Source: an optimization exercise on an open RTL-to-GDS flow (aim: small area, a short achievable clock period and few clock cycles per item). Production flows keep margins and buffers that such runs may drop. Only simulation tests tie the RTL to the original design; equivalence was not proved.

$ cat flow/design.v
`timescale 1ns/1ps
package lc4_pkg;
    parameter int XLEN = 16;
    typedef logic [XLEN-1:0] word_t;
    typedef logic [2:0]      reg_idx_t;
    typedef logic [2:0]      nzp_t;
    typedef word_t           imm_t;
    localparam nzp_t NZP_NEG  = 3'b100;
    localparam nzp_t NZP_ZERO = 3'b010;
    localparam nzp_t NZP_POS  = 3'b001;
    typedef enum logic [3:0] {
        OPC_ARITH   = 4'b0001,
        OPC_LOGIC   = 4'b0101,
        OPC_CONST   = 4'b1001,
        OPC_HICONST = 4'b1101
    } opcode_e;
    typedef enum logic [3:0] {
        ALU_ADD,
        ALU_SUB,
        ALU_MUL,
        ALU_ADDI,
        ALU_AND,
        ALU_OR,
        ALU_XOR,
        ALU_NOT,
        ALU_ANDI,
        ALU_CONST,
        ALU_HICONST,
        ALU_NOP
    } alu_op_e;
endpackage
`timescale 1ns/1ps
module lc4_regfile
(
    input  logic     gwe,
    input  logic     i_arst_n,
    input  lc4_pkg::reg_idx_t i_rs,
    input  lc4_pkg::reg_idx_t i_rt,
    output lc4_pkg::word_t    o_rs_data,
    output lc4_pkg::word_t    o_rt_data,
    input  logic     i_we,
    input  lc4_pkg::reg_idx_t i_wsel,
    input  lc4_pkg::word_t    i_wdata
);
    lc4_pkg::word_t regs [8];
    assign o_rs_data = regs[i_rs];
    assign o_rt_data = regs[i_rt];
    always_ff @(posedge gwe or negedge i_arst_n) begin
        if (!i_arst_n) begin
            for (int i = 0; i < 8; i++) begin
                regs[i] <= '0;
            end
        end else if (i_we) begin
            regs[i_wsel] <= i_wdata;
        end
    end
endmodule
`timescale 1ns/1ps
module lc4_decode
(
    input  logic     gwe,
    input  logic     i_arst_n,
    input  logic     i_insn_valid,
    input  lc4_pkg::word_t    i_insn,
    output logic     o_insn_ready,
    output logic     o_dec_valid,
    input  logic     i_dec_ready,
    output lc4_pkg::word_t    o_dec_insn,
    output lc4_pkg::alu_op_e  o_dec_op,
    output lc4_pkg::reg_idx_t o_dec_rd,
    output lc4_pkg::reg_idx_t o_dec_rs,
    output lc4_pkg::reg_idx_t o_dec_rt,
    output lc4_pkg::imm_t     o_dec_imm,
    output logic     o_dec_we
);
    lc4_pkg::opcode_e    opcode;
    logic [2:0] sub_op;
    lc4_pkg::alu_op_e    op_next;
    lc4_pkg::reg_idx_t   rs_next;
    lc4_pkg::imm_t       imm_next;
    logic       we_next;
    logic       accept;
    assign opcode = lc4_pkg::opcode_e'(i_insn[15:12]);
    assign sub_op = i_insn[5:3];
    always_comb begin
        op_next  = lc4_pkg::ALU_NOP;
        rs_next  = i_insn[8:6];
        imm_next = '0;
        we_next  = 1'b1;
        case (opcode)
            lc4_pkg::OPC_ARITH: begin
                case (sub_op)
                    3'b000:  op_next = lc4_pkg::ALU_ADD;
                    3'b001:  op_next = lc4_pkg::ALU_MUL;
                    3'b010:  op_next = lc4_pkg::ALU_SUB;
                    3'b011:  we_next = 1'b0;
                    default: op_next = lc4_pkg::ALU_ADDI;
                endcase
                imm_next = {{(lc4_pkg::XLEN-5){i_insn[4]}}, i_insn[4:0]};
            end
            lc4_pkg::OPC_LOGIC: begin
                case (sub_op)
                    3'b000:  op_next = lc4_pkg::ALU_AND;
                    3'b001:  op_next = lc4_pkg::ALU_NOT;
                    3'b010:  op_next = lc4_pkg::ALU_OR;
                    3'b011:  op_next = lc4_pkg::ALU_XOR;
                    default: op_next = lc4_pkg::ALU_ANDI;
                endcase
                imm_next = {{(lc4_pkg::XLEN-5){i_insn[4]}}, i_insn[4:0]};
            end
            lc4_pkg::OPC_CONST: begin
                op_next  = lc4_pkg::ALU_CONST;
                imm_next = {{(lc4_pkg::XLEN-9){i_insn[8]}}, i_insn[8:0]};
            end
            lc4_pkg::OPC_HICONST: begin
                op_next  = lc4_pkg::ALU_HICONST;
                rs_next  = i_insn[11:9];
                imm_next = {8'h00, i_insn[7:0]};
            end
            default: we_next = 1'b0;
        endcase
    end
    assign o_insn_ready = ~o_dec_valid | i_dec_ready;
    assign accept       = i_insn_valid & o_insn_ready;
    always_ff @(posedge gwe or negedge i_arst_n) begin
        if (!i_arst_n) begin
            o_dec_valid <= 1'b0;
        end else if (o_insn_ready) begin
            o_dec_valid <= i_insn_valid;
        end
    end
    always_ff @(posedge gwe) begin
        if (accept) begin
            o_dec_insn <= i_insn;
            o_dec_op   <= op_next;
            o_dec_rd   <= i_insn[11:9];
            o_dec_rs   <= rs_next;
            o_dec_rt   <= i_insn[2:0];
            o_dec_imm  <= imm_next;
            o_dec_we   <= we_next;
        end
    end
endmodule
`timescale 1ns/1ps
module insn_queue
#(
    parameter int QUEUE_DEPTH = 4
) (
    input  logic     gwe,
    input  logic     i_arst_n,
    input  logic     i_push_valid,
    output logic     o_push_ready,
    input  lc4_pkg::word_t    i_push_insn,
    input  lc4_pkg::alu_op_e  i_push_op,
    input  lc4_pkg::reg_idx_t i_push_rd,
    input  lc4_pkg::reg_idx_t i_push_rs,
    input  lc4_pkg::reg_idx_t i_push_rt,
    input  lc4_pkg::imm_t     i_push_imm,
    input  logic     i_push_we,
    output logic     o_pop_valid,
    input  logic     i_pop_ready,
    output lc4_pkg::word_t    o_pop_insn,
    output lc4_pkg::alu_op_e  o_pop_op,
    output lc4_pkg::reg_idx_t o_pop_rd,
    output lc4_pkg::reg_idx_t o_pop_rs,
    output lc4_pkg::reg_idx_t o_pop_rt,
    output lc4_pkg::imm_t     o_pop_imm,
    output logic     o_pop_we
);
    localparam int PTR_W   = $clog2(QUEUE_DEPTH);
    localparam int ENTRY_W = lc4_pkg::XLEN + 4 + 3 * 3 + lc4_pkg::XLEN + 1;
    logic [ENTRY_W-1:0] mem [QUEUE_DEPTH];
    logic [PTR_W-1:0]   wr_ptr;
    logic [PTR_W-1:0]   rd_ptr;
    logic [PTR_W:0]     count;
    logic [3:0]         pop_op_bits;
    logic               push;
    logic               pop;
    assign o_push_ready = (count != QUEUE_DEPTH[PTR_W:0]);
    assign o_pop_valid  = (count != '0);
    assign push         = i_push_valid & o_push_ready;
    assign pop          = o_pop_valid & i_pop_ready;
    assign {o_pop_insn, pop_op_bits, o_pop_rd, o_pop_rs, o_pop_rt,
            o_pop_imm, o_pop_we} = mem[rd_ptr];
    assign o_pop_op = lc4_pkg::alu_op_e'(pop_op_bits);
    always_ff @(posedge gwe) begin
        if (push) begin
            mem[wr_ptr] <= {i_push_insn, i_push_op, i_push_rd, i_push_rs, i_push_rt,
                            i_push_imm, i_push_we};
        end
    end
    always_ff @(posedge gwe or negedge i_arst_n) begin
        if (!i_arst_n) begin
            wr_ptr <= '0;
            rd_ptr <= '0;
            count  <= '0;
        end else begin
            if (push) begin
                wr_ptr <= wr_ptr + 1'b1;
            end
            if (pop) begin
                rd_ptr <= rd_ptr + 1'b1;
            end
            if (push && !pop) begin
                count <= count + 1'b1;
            end else if (pop && !push) begin
                count <= count - 1'b1;
            end
        end
    end
endmodule
`timescale 1ns/1ps
module lc4_execute
(
    input  logic     gwe,
    input  logic     i_arst_n,
    input  logic     i_iss_valid,
    output logic     o_iss_ready,
    input  lc4_pkg::word_t    i_iss_insn,
    input  lc4_pkg::alu_op_e  i_iss_op,
    input  lc4_pkg::reg_idx_t i_iss_rd,
    input  lc4_pkg::reg_idx_t i_iss_rs,
    input  lc4_pkg::reg_idx_t i_iss_rt,
    input  lc4_pkg::imm_t     i_iss_imm,
    input  logic     i_iss_we,
    output lc4_pkg::reg_idx_t o_rf_rs,
    output lc4_pkg::reg_idx_t o_rf_rt,
    input  lc4_pkg::word_t    i_rf_rs_data,
    input  lc4_pkg::word_t    i_rf_rt_data,
    output logic     o_rf_we,
    output lc4_pkg::reg_idx_t o_rf_wsel,
    output lc4_pkg::word_t    o_rf_wdata,
    output logic     o_ret_valid,
    input  logic     i_ret_ready,
    output lc4_pkg::word_t    o_ret_insn,
    output logic     o_ret_we,
    output lc4_pkg::reg_idx_t o_ret_wsel,
    output lc4_pkg::word_t    o_ret_data,
    output lc4_pkg::nzp_t     o_ret_nzp
);
    logic     x_valid;
    lc4_pkg::word_t    x_insn;
    lc4_pkg::alu_op_e  x_op;
    lc4_pkg::reg_idx_t x_rd;
    lc4_pkg::reg_idx_t x_rs;
    lc4_pkg::reg_idx_t x_rt;
    lc4_pkg::imm_t     x_imm;
    logic     x_we;
    lc4_pkg::word_t    rs_val;
    lc4_pkg::word_t    rt_val;
    lc4_pkg::word_t    alu_result;
    lc4_pkg::nzp_t     alu_nzp;
    logic     w_advance;
    assign o_rf_rs = x_rs;
    assign o_rf_rt = x_rt;
    assign rs_val = (o_ret_valid && o_ret_we && o_ret_wsel == x_rs) ? o_ret_data : i_rf_rs_data;
    assign rt_val = (o_ret_valid && o_ret_we && o_ret_wsel == x_rt) ? o_ret_data : i_rf_rt_data;
    always_comb begin
        case (x_op)
            lc4_pkg::ALU_ADD:     alu_result = rs_val + rt_val;
            lc4_pkg::ALU_SUB:     alu_result = rs_val - rt_val;
            lc4_pkg::ALU_MUL:     alu_result = rs_val * rt_val;
            lc4_pkg::ALU_ADDI:    alu_result = rs_val + x_imm;
            lc4_pkg::ALU_AND:     alu_result = rs_val & rt_val;
            lc4_pkg::ALU_OR:      alu_result = rs_val | rt_val;
            lc4_pkg::ALU_XOR:     alu_result = rs_val ^ rt_val;
            lc4_pkg::ALU_NOT:     alu_result = ~rs_val;
            lc4_pkg::ALU_ANDI:    alu_result = rs_val & x_imm;
            lc4_pkg::ALU_CONST:   alu_result = x_imm;
            lc4_pkg::ALU_HICONST: alu_result = {x_imm[7:0], rs_val[7:0]};
            default:     alu_result = '0;
        endcase
    end
    always_comb begin
        if (alu_result[lc4_pkg::XLEN-1]) begin
            alu_nzp = lc4_pkg::NZP_NEG;
        end else if (alu_result == '0) begin
            alu_nzp = lc4_pkg::NZP_ZERO;
        end else begin
            alu_nzp = lc4_pkg::NZP_POS;
        end
    end
    assign w_advance   = ~o_ret_valid | i_ret_ready;
    assign o_iss_ready = ~x_valid | w_advance;
    always_ff @(posedge gwe or negedge i_arst_n) begin
        if (!i_arst_n) begin
            x_valid     <= 1'b0;
            o_ret_valid <= 1'b0;
        end else begin
            if (o_iss_ready) begin
                x_valid <= i_iss_valid;
            end
            if (w_advance) begin
                o_ret_valid <= x_valid;
            end
        end
    end
    always_ff @(posedge gwe) begin
        if (o_iss_ready && i_iss_valid) begin
            x_insn <= i_iss_insn;
            x_op   <= i_iss_op;
            x_rd   <= i_iss_rd;
            x_rs   <= i_iss_rs;
            x_rt   <= i_iss_rt;
            x_imm  <= i_iss_imm;
            x_we   <= i_iss_we;
        end
        if (w_advance && x_valid) begin
            o_ret_insn <= x_insn;
            o_ret_we   <= x_we;
            o_ret_wsel <= x_rd;
            o_ret_data <= alu_result;
            o_ret_nzp  <= alu_nzp;
        end
    end
    assign o_rf_we    = o_ret_valid & o_ret_we & i_ret_ready;
    assign o_rf_wsel  = o_ret_wsel;
    assign o_rf_wdata = o_ret_data;
endmodule
`timescale 1ns/1ps
module lc4_core
#(
    parameter int QUEUE_DEPTH = 4
) (
    input  logic     gwe,
    input  logic     i_arst_n,
    input  logic     i_insn_valid,
    input  lc4_pkg::word_t    i_insn,
    output logic     o_insn_ready,
    output logic     o_ret_valid,
    input  logic     i_ret_ready,
    output lc4_pkg::word_t    o_ret_insn,
    output logic     o_ret_we,
    output lc4_pkg::reg_idx_t o_ret_wsel,
    output lc4_pkg::word_t    o_ret_data,
    output lc4_pkg::nzp_t     o_ret_nzp
);
    logic     dec_valid;
    logic     dec_ready;
    lc4_pkg::word_t    dec_insn;
    lc4_pkg::alu_op_e  dec_op;
    lc4_pkg::reg_idx_t dec_rd;
    lc4_pkg::reg_idx_t dec_rs;
    lc4_pkg::reg_idx_t dec_rt;
    lc4_pkg::imm_t     dec_imm;
    logic     dec_we;
    logic     iss_valid;
    logic     iss_ready;
    lc4_pkg::word_t    iss_insn;
    lc4_pkg::alu_op_e  iss_op;
    lc4_pkg::reg_idx_t iss_rd;
    lc4_pkg::reg_idx_t iss_rs;
    lc4_pkg::reg_idx_t iss_rt;
    lc4_pkg::imm_t     iss_imm;
    logic     iss_we;
    lc4_pkg::reg_idx_t rf_rs;
    lc4_pkg::reg_idx_t rf_rt;
    lc4_pkg::word_t    rf_rs_data;
    lc4_pkg::word_t    rf_rt_data;
    logic     rf_we;
    lc4_pkg::reg_idx_t rf_wsel;
    lc4_pkg::word_t    rf_wdata;
    lc4_decode u_decode (
        .gwe          (gwe),
        .i_arst_n     (i_arst_n),
        .i_insn_valid (i_insn_valid),
        .i_insn       (i_insn),
        .o_insn_ready (o_insn_ready),
        .o_dec_valid  (dec_valid),
        .i_dec_ready  (dec_ready),
        .o_dec_insn   (dec_insn),
        .o_dec_op     (dec_op),
        .o_dec_rd     (dec_rd),
        .o_dec_rs     (dec_rs),
        .o_dec_rt     (dec_rt),
        .o_dec_imm    (dec_imm),
        .o_dec_we     (dec_we)
    );
    insn_queue #(
        .QUEUE_DEPTH (QUEUE_DEPTH)
    ) u_queue (
        .gwe          (gwe),
        .i_arst_n     (i_arst_n),
        .i_push_valid (dec_valid),
        .o_push_ready (dec_ready),
        .i_push_insn  (dec_insn),
        .i_push_op    (dec_op),
        .i_push_rd    (dec_rd),
        .i_push_rs    (dec_rs),
        .i_push_rt    (dec_rt),
        .i_push_imm   (dec_imm),
        .i_push_we    (dec_we),
        .o_pop_valid  (iss_valid),
        .i_pop_ready  (iss_ready),
        .o_pop_insn   (iss_insn),
        .o_pop_op     (iss_op),
        .o_pop_rd     (iss_rd),
        .o_pop_rs     (iss_rs),
        .o_pop_rt     (iss_rt),
        .o_pop_imm    (iss_imm),
        .o_pop_we     (iss_we)
    );
    lc4_execute u_execute (
        .gwe          (gwe),
        .i_arst_n     (i_arst_n),
        .i_iss_valid  (iss_valid),
        .o_iss_ready  (iss_ready),
        .i_iss_insn   (iss_insn),
        .i_iss_op     (iss_op),
        .i_iss_rd     (iss_rd),
        .i_iss_rs     (iss_rs),
        .i_iss_rt     (iss_rt),
        .i_iss_imm    (iss_imm),
        .i_iss_we     (iss_we),
        .o_rf_rs      (rf_rs),
        .o_rf_rt      (rf_rt),
        .i_rf_rs_data (rf_rs_data),
        .i_rf_rt_data (rf_rt_data),
        .o_rf_we      (rf_we),
        .o_rf_wsel    (rf_wsel),
        .o_rf_wdata   (rf_wdata),
        .o_ret_valid  (o_ret_valid),
        .i_ret_ready  (i_ret_ready),
        .o_ret_insn   (o_ret_insn),
        .o_ret_we     (o_ret_we),
        .o_ret_wsel   (o_ret_wsel),
        .o_ret_data   (o_ret_data),
        .o_ret_nzp    (o_ret_nzp)
    );
    lc4_regfile u_regfile (
        .gwe       (gwe),
        .i_arst_n  (i_arst_n),
        .i_rs      (rf_rs),
        .i_rt      (rf_rt),
        .o_rs_data (rf_rs_data),
        .o_rt_data (rf_rt_data),
        .i_we      (rf_we),
        .i_wsel    (rf_wsel),
        .i_wdata   (rf_wdata)
    );
endmodule
$ cat flow/run.sh
#!/bin/bash
# synth_recipe.tcl (not shown) runs the flow's synth.tcl, then flattens the netlist and writes it again
# the make line also repeats each setting of config.mk as NAME=value (left out here)
make -C /OpenROAD-flow-scripts/flow DESIGN_CONFIG=/design/flow/config.mk WORK_HOME=/design/flow/orfs CLKGATE_MAP_FILE= SYNTH_SCRIPT=/design/flow/synth_recipe.tcl finish
$ cat flow/config.mk
export PLATFORM = sky130hd
export DESIGN_NAME = lc4_core
export DESIGN_NICKNAME = lc4_core
export VERILOG_FILES = /design/flow/design.v
export SDC_FILE = /design/flow/constraint.sdc
export NUM_CORES = 4
export LEC_CHECK = 0
export CAP_MARGIN = 20
export CORE_MARGIN = 2
export CORE_UTILIZATION = 40
export PLACE_DENSITY = 0.6
export SLEW_MARGIN = 20
$ cat flow/constraint.sdc
create_clock -name core_clock -period 8.2 [get_ports {gwe}]
set_input_delay 1.6400 -clock core_clock [delete_from_list [all_inputs] [get_ports {gwe}]]
set_output_delay 1.6400 -clock core_clock [all_outputs]
set_load 0.01 [all_outputs]
==> impl_metrics.env <==
export IMPL_finalSetupViolations=0
export IMPL_holdBufCountCts=0
export IMPL_grt_pass1_vias=16591
export IMPL_hold_violations=0
export IMPL_drv_cap=0
export IMPL_die_area_mm2=0.05835
export IMPL_n_antenna_cell=0
export IMPL_grt_max_degree=77
export IMPL_grt_use_total_pct=23.84
export IMPL_synth_most_common_cell="edfxtp_1"
export IMPL_crit_family="adder cells"
export IMPL_firstDrtPassIters=5
export IMPL_vias_per_cell=5.703
export IMPL_drc=0
export IMPL_cts_sinks=372
export IMPL_htree_levels=2
export IMPL_synth_ff_type="edfxtp_1"
export IMPL_cp_start_kind="flip-flop"
export IMPL_port_buffer_count=60
export IMPL_skew_ps=14.80
export IMPL_clkLatencyLatePin_ps=570
export IMPL_gp_congestion=0.9611
export IMPL_synth_cell_types=80
export IMPL_root_buffer="clkbuf_16"
export IMPL_num_nets_final=2261
export IMPL_slowest_delay_ps=580
export IMPL_die_x_um=241.6
export IMPL_synth_seq_cells=372
export IMPL_via_count=16266
export IMPL_fmax_mhz=125.6
export IMPL_grt_pass1_wl_um=105800
export IMPL_worstSetupEndpointType="flip-flop"
export IMPL_worst_path_buf_inv=5
export IMPL_numCtsBuffers=40
export IMPL_syn_area_mm2=0.02258
export IMPL_wl_um=70100
export IMPL_setup_worst_path_class="reg -> reg"
export IMPL_drive_gt1_share_pct=21.76
export IMPL_hold_depth=0
export IMPL_yosys_top_cells_count="edfxtp_1, nor2_1, inv_1, nand2_1, mux2_2"
export IMPL_area_growth_pct=16.48
export IMPL_crit_slowest_cell="fa_1"
export IMPL_ys_seq_area_share_pct=46.42
export IMPL_rows=87
export IMPL_synth_warnings=5
export IMPL_synth_edf_count=234
export IMPL_io_pins=61
export IMPL_cts_buffer_depth=3
export IMPL_nFillCells=5087
export IMPL_yosys_area_top_type="edfxtp_1"
export IMPL_drt_iter0_drc=1538
export IMPL_placed_cell_area_mm2=0.02472
export IMPL_cts_tree="yes"
export IMPL_cp_arrival_ps=8290
export IMPL_core_area_mm2=0.05606
export IMPL_holdCritPathClass="reg -> reg"
export IMPL_synthTopCellsByArea="edfxtp_1, dfrtp_1, fa_1"
export IMPL_synth_area_per_cell_um2=11.66
export IMPL_yosysTopAreaCellShare_pct=31.13
export IMPL_status="timing/DRC/antenna clean"
export IMPL_critPathMaxFanout=13
export IMPL_grt_ovfl_total=0
export IMPL_crit_required_ps=8530
export IMPL_path_clk_slew_ps=60
export IMPL_period_share_pct=97.09
export IMPL_postRouteAntennaNets=0
export IMPL_final_max_slew_viol_count=0
export IMPL_critical_path_cell_count=26
export IMPL_design_area_mm2=0.02630
export IMPL_tightestPinTransition_ps=1128
export IMPL_crit_path_frequent_cell="fa_1"
export IMPL_reg2regPathDepth=26
export IMPL_antenna_found_initial=1
export IMPL_maxSlewHeadroom_pct=24.37
export IMPL_die_y_um=241.6
export IMPL_routedWlPerCell_um=24.58
export IMPL_min_period_ps=7961
export IMPL_hpwl_um=50440
export IMPL_synth_net_count=2132
export IMPL_syn_inst=1936
export IMPL_start_util_pct=40.27
export IMPL_synthArstFlopShare_pct=37.10
-- cell families (layout without fill, tap and decap cells) --
group	after synthesis	count (layout)	share of synthesized area [%]
buffers and inverters	279	439	4.861
AO/OA/AOI/OAI	330	330	10.03
adder cells (fa/ha/maj)	176	176	12.48
flip-flops	372	372	46.42
AND/OR/NAND/NOR	482	482	9.882
multiplexers	239	239	13.95
XOR/XNOR	58	58	2.372
-- through the flow --
stage                     hold slack [ps]  util (%)  setup TNS (ps)  worst slack (ps)  instances
after global routing                424.2     46.91          -62.47            -48.05       2852
after CTS                           416.1     46.33               0             42.88       2836
after detailed placement            404.5     44.10               0             112.8       2763
after global placement              401.4     44.10               0             33.73       2763
after floorplan                     400.3         -               0             43.23       1936
final                               414.3     46.91               0             238.6       2852
-- worst reg2reg max path, cell delays in order (launching register included) --
cell      delay, ps
edfxtp_1        430
buf_12          170
buf_2           160
or3_4           360
buf_6           160
o221ai_1        300
and2_4          270
nor2_1           80
fa_1            580
fa_1            440
ha_1            210
fa_1            490
inv_1            60
fa_1            480
fa_1            490
inv_1            40
ha_1            280
o21ai_1          90
a21o_1          120
nand2b_1         90
xor2_2          230
a221o_1         360
or4_1           480
or4_1           430
nor4_2          280
or4b_4          500
nor2b_1         140
-- per-layer routing --
metal	up-vias	wire, um	GRT usage [%]
met1	8269	30670	33.03
met2	648	32520	38.35
met5	-	17	0
met4	2	1755	6.357
met3	123	5129	4.628
li1	7224	-	-
-- flip-flops by register name (all words and copies together), names as in the netlist, 2 cells and up --
register	flops
u_execute.o_ret_data	16
u_regfile.regs	128
u_execute.x_rs	3
u_decode.o_dec_rs	3
u_decode.o_dec_rt	2
u_execute.x_imm	9
u_decode.o_dec_insn	12
u_execute.o_ret_nzp	3
u_queue.rd_ptr	2
u_execute.o_ret_wsel	2
u_decode.o_dec_imm	9
u_execute.x_insn	16
u_queue.count	3
u_queue.mem	132
u_queue.wr_ptr	2
u_decode.o_dec_op	4
u_execute.x_op	4
u_decode.o_dec_rd	2
u_execute.o_ret_insn	14
-- path summary, 6_finish.rpt --
kind / from / endpoint / slack [ps]
min in group asynchronous: i_arst_n / u_regfile.regs[7][12] / 1090
max in group asynchronous: i_arst_n / u_queue.rd_ptr[0] / 5780
setup reg to reg: u_execute.x_insn[1] / u_execute.o_ret_nzp[0] / 240
hold reg to reg: u_execute.x_insn[10] / u_execute.o_ret_wsel[1] / 410
hold / removal: u_execute.x_insn[10] / u_execute.o_ret_wsel[1] / 410
setup / recovery: u_execute.x_insn[1] / u_execute.o_ret_nzp[0] / 240
-- layout by cell type, fill, tap and decap left out, types with 46 or more instances in the layout --
| master | instances |
|---|---|
| edfxtp_1 | 234 |
| clkdlybuf4s50_1 | 59 |
| buf_4 | 126 |
| mux2_2 | 143 |
| nand2_1 | 145 |
| fa_1 | 82 |
| dfrtp_1 | 137 |
| mux2i_1 | 47 |
| o21ai_0 | 59 |
| inv_1 | 155 |
| a21oi_1 | 62 |
| ha_1 | 93 |
| nor2_1 | 158 |
| mux4_2 | 46 |
-- timing repair --
| item | 4_1_cts | 5_1_grt |
|---|---|---|
| setup endpoints to repair | 0 | 4 |
| setup buffers | 0 | 15 |
| resized for setup | 0 | 50 |
-- cell type report --
type                            instances  area, um^2  share of cell area, %
Inverter                              167       635.6                  2.417
Tap cell                              756       945.9                  3.597
Multi-Input combinational cell       1285       11210                  42.63
Clock buffer                           51        1062                  4.040
Clock inverter                         22       188.9                 0.7185
Sequential cell                       372       10480                  39.86
Timing Repair Buffer                  199        1772                  6.737
Testbench counts, summed over its fixed seeds: cycles 16,032, items 16,000.

port drivers added, routing unchanged:
How much do the figures lean on ideal ports? The routed layout below was timed once more, with nothing changed but the port constraints. Step 1 assumes that a clkbuf_16 drives the clock port and a buf_2 every other input. Step 2 times the ports against the registers' clock, not the clock port: input delays grow and output delays shrink by t, the midpoint of the rising clock arrivals with the driver on. Three values: no drivers, after step 1, after step 2; two values: the first two.
t (ns): 0.619
setup WS [ns]: 0.239 / 0.239 / 0.239
cell pins on the clock port's net: 1
After both steps setup and hold are still met in this run. The setup slack of this run moves by 0.000 ns with the drivers and by 0.000 ns with both steps.
